Background: an optimization exercise with open tools, aiming at small area and a short achievable clock period. Do not read the settings as production practice. At most, simulation tests tie the RTL to the original design; equivalence was not proved. Power and IR drop assume default switching activity.

## P
==> flow/design.v (excerpt) <==
module systolic_row (
    input  logic                          i_clk,
    input  logic                          i_rst_n,
    input  logic                          i_approx,        
    input  sa_pkg::pixel_t                i_pixel,         
    input  logic [8*8-1:0]       i_weight,        
    input  logic [8-1:0]              i_clear,         
    output logic [8*(8 + 8 + $clog2(3))-1:0]    o_acc_result,    
    output logic [8-1:0]             o_pass_pixel,    
    output logic [8*8-1:0]       o_pass_weight    
);
    sa_pkg::drum_pair_t    pixel_pair;                     
    sa_pkg::pixel_t        pixel_dec;                      
    sa_pkg::operand_word_u entry_word;
    logic [8:0][8-1:0] operand_chain;             
    drum_encoder u_pixel_enc (
        .i_value (i_pixel),
        .o_pair  (pixel_pair),
        .o_dec   (pixel_dec)
    );
    always_comb begin
        entry_word.plain = i_pixel;
        if (i_approx) begin
            entry_word.pair = pixel_pair;    
        end
    end
    assign operand_chain[0] = entry_word;
    genvar n;
    generate
        for (n = 0; n < 8; n++) begin : g_pe
            if (n == 0) begin : g_first
  ...
Size: ~4,300 cells after synthesis, about 300 I/O pins, about 35,000 sq um of cells after synthesis.
clock: 10.5 ns
lec_check: 0
cap_margin: 20
core_margin: 2
core_utilization: 40
slew_margin: 20
run.sh (not shown) runs the stock make flow with config.mk's settings and CLKGATE_MAP_FILE= SYNTH_SCRIPT=/design/flow/synth_recipe.tcl, a recipe that flattens the netlist after the stock synthesis.
P completed end to end with timing, DRC and antenna clean.
Edits applied to the flow inputs when going from P to Q:
# P
export LEC_CHECK = 0
export CAP_MARGIN = 20
export CORE_MARGIN = 2
export CORE_UTILIZATION = 40
export SLEW_MARGIN = 20
create_clock -name core_clock -period 10.5 [get_ports {i_clk}]
# Q
export LEC_CHECK = 0
export CAP_MARGIN = 20
export CORE_MARGIN = 2
export CORE_UTILIZATION = 65
export CTS_BUF_LIST = sky130_fd_sc_hd__clkbuf_4 sky130_fd_sc_hd__clkbuf_8
export SLEW_MARGIN = 20
create_clock -name core_clock -period 10.5 [get_ports {i_clk}]
==> comparison <==
- Summary of Q over P: total number of vias now larger, total power now smaller, clock insertion delay at the later pin of the skew report now larger, total non-filler cell area in the finished layout now smaller, worst setup slack now larger.
- On compound-gate portion of the synthesized area, Q tracks P almost exactly.
- Compared with P, Q shows count of clock-buffer cells in the layout that has gone up by more than half.
- Between Q and P, the multiplexer fraction of the synthesized cell area figures differ only marginally.
- For number of nets in the finished design, Q and P come out practically identical.
#### Input delta (R over Q)
# Q
export LEC_CHECK = 0
export CAP_MARGIN = 20
export CORE_MARGIN = 2
export CORE_UTILIZATION = 65
export CTS_BUF_LIST = sky130_fd_sc_hd__clkbuf_4 sky130_fd_sc_hd__clkbuf_8
export SLEW_MARGIN = 20
create_clock -name core_clock -period 10.5 [get_ports {i_clk}]
# R
export LEC_CHECK = 0
export CAP_MARGIN = 20
export CORE_MARGIN = 2
export CORE_UTILIZATION = 65
export SETUP_SLACK_MARGIN = 3
export SLEW_MARGIN = 20
create_clock -name core_clock -period 10.5 [get_ports {i_clk}]
==> run notes <==
Of R and Q, the run reporting the higher utilization was R. R gives more area taken by multi-input logic gates than Q did. Diff Q -> R: worst slack after detailed placement up 150 ps; power dissipated in the clock network saw an increase; growth of design area from synthesis to finish increased by 2.2 points relative to the old numbers.
No functional check of the RTL was part of any run of this note.

Setup of north:
Another version of the RTL of systolic_row (not shown whole).
Size: roughly 4500 cells after synthesis, about 270 flip-flops, ~300 I/O pins, ~33000 µm² of cells after synthesis.
clock: 10.5 ns
lec_check: 0
abc_area: 1
cap_margin: 20
core_margin: 2
core_utilization: 65
setup_slack_margin: 3
slew_margin: 20
Both conditions hold for north: the flow ran to the end and the final layout passed the timing, DRC and antenna checks.
## Diff of input files: south against north
# north
export LEC_CHECK = 0
export ABC_AREA = 1
export CAP_MARGIN = 20
export CORE_MARGIN = 2
export CORE_UTILIZATION = 65
export SETUP_SLACK_MARGIN = 3
export SLEW_MARGIN = 20
create_clock -name core_clock -period 10.5 [get_ports {i_clk}]
# south
export LEC_CHECK = 0
export CAP_MARGIN = 20
export CORE_MARGIN = 2
export CORE_UTILIZATION = 65
export SETUP_SLACK_MARGIN = 3
export SLEW_MARGIN = 20
create_clock -name core_clock -period 10.5 [get_ports {i_clk}]
==> comparison <==
- south ran to completion and came out clean on the timing, DRC and antenna checks.
- As of south, fmax had fallen by a few percent compared to north.
- Compared with north, south shows aggregate routed wire length higher by about 5%.
- [south vs north] static leakage: lower in south
## Diff of input files: east against south
# south
export LEC_CHECK = 0
export CAP_MARGIN = 20
export CORE_MARGIN = 2
export CORE_UTILIZATION = 65
export SETUP_SLACK_MARGIN = 3
export SLEW_MARGIN = 20
create_clock -name core_clock -period 10.5 [get_ports {i_clk}]
# east
export LEC_CHECK = 0
export ABC_AREA = 1
export CAP_MARGIN = 20
export CORE_MARGIN = 2
export CORE_UTILIZATION = 65
export SETUP_SLACK_MARGIN = 3
export SLEW_MARGIN = 20
create_clock -name core_clock -period 10.5 [get_ports {i_clk}]
==> flow/flow/run.sh (new file) <==
#!/bin/bash
# Layout flow: the standard ORFS flow (standard.sh, synthesis unchanged), with the
# input and output ports buffered by the smallest plain buffer instead of the cell
# buffer_ports picks by default. Each tool's output goes to make.log here and to ORFS's
# own per-step logs under orfs/logs.
set -euo pipefail
export BUFFER_PORTS_ARGS="-buffer_cell sky130_fd_sc_hd__buf_1"
bash standard.sh > make.log 2>&1
==> flow/standard.sh (new file) <==
#!/bin/bash
# synth_recipe.tcl (not shown) runs the flow's synth.tcl, then flattens the netlist and writes it again
# the make line also repeats each setting of config.mk as NAME=value (left out here)
make -C /OpenROAD-flow-scripts/flow DESIGN_CONFIG=/design/flow/config.mk WORK_HOME=/design/flow/orfs CLKGATE_MAP_FILE= SYNTH_SCRIPT=/design/flow/synth_recipe.tcl "${@:-finish}"
removed: flow/run.sh
## What came out
Status | east and south | clean. east ends up with higher number of filler instances in the final layout than south does. south -> east: count of buffers not belonging to the clock network in the layout decreased by a little under 10%. Instance count on the critical path, east and south: smaller value in south. Max worst hold slack across east and south: east. [compare] base=south new=east: power density relative to cell area down 11 nW/µm²; synthesized instance count up about 9%; final area down 9.0%; post-route fraction of the period consumed by the critical path down 2.8 points; proportion of power drawn by combinational gates down 3.8 points. Timing-limited maximum frequency up about 4% in east wrt south. Worst setup slack (east over south): increase, 0.29 ns.
diff inputs: east => west
# east
export LEC_CHECK = 0
export ABC_AREA = 1
export CAP_MARGIN = 20
export CORE_MARGIN = 2
export CORE_UTILIZATION = 65
export SETUP_SLACK_MARGIN = 3
export SLEW_MARGIN = 20
create_clock -name core_clock -period 10.5 [get_ports {i_clk}]
# west
export LEC_CHECK = 0
export ABC_AREA = 1
export CAP_MARGIN = 20
export CORE_MARGIN = 2
export CORE_UTILIZATION = 65
export SETUP_SLACK_MARGIN = 3.5
export SLEW_MARGIN = 20
create_clock -name core_clock -period 10.5 [get_ports {i_clk}]
--- outcome ---
Per the comparison of west with east, detailed router's first-iteration violation count rose about 7.5%, wire length rose 2500 µm, total setup violations reported at the end of the flow about even. Synthesized cell count across west and east: no real change. Summary of west over east: worst setup slack grew by 0.38 ns, signed area change from the synthesized netlist to the final layout picked up an extra 1.4 points, total power grew by 2.3%. Part of the cycle the worst path needs in west is 3.6 points below east.

-- port drivers added, routing unchanged --
How much do the figures lean on ideal ports? The routed layouts below were timed once more, with nothing changed but the port constraints. Step 1 (the two cells are an assumption about what drives the block):
set clk [get_ports {i_clk}]
set_driving_cell -lib_cell sky130_fd_sc_hd__clkbuf_16 $clk
set_driving_cell -lib_cell sky130_fd_sc_hd__buf_2 [delete_from_list [all_inputs] $clk]
Step 2 times the ports against the registers' clock, not the clock port: input delays grow and output delays shrink by t, the midpoint of the rising clock arrivals with the driver on. Slacks: ideal / step 1 / step 2; pairs: ideal / step 1.
run | shift t [ns] | setup slack, ns | hold WS [ns] | worst setup path after step 2 | worst data-port slew with drivers (ns)
P | 0.647 | 2.062 / 2.108 / 1.461 | 0.455 / 0.455 / 0.455 | input to register | 0.06
Q | 0.714 | 2.114 / 2.147 / 1.433 | 0.428 / 0.428 / 0.428 | input to register | 0.07
R | 0.629 | 3.138 / 3.103 / 2.473 | 0.416 / 0.416 / 0.416 | input to register | 0.17
north | 0.665 | 3.342 / 3.385 / 2.721 | 0.423 / 0.423 / 0.423 | input to register | 0.08
south | 0.619 | 3.126 / 3.129 / 2.510 | 0.422 / 0.422 / 0.422 | input to register | 0.08
east | 0.620 | 3.416 / 3.454 / 2.834 | 0.432 / 0.432 / 0.432 | input to register | 0.08
west | 0.627 | 3.796 / 3.832 / 3.205 | 0.422 / 0.422 / 0.422 | input to register | 0.17
After both steps every run listed still meets setup and hold. For Q, which loses most, drivers alone change the setup slack by +0.033 ns; drivers and shift together by -0.681 ns.
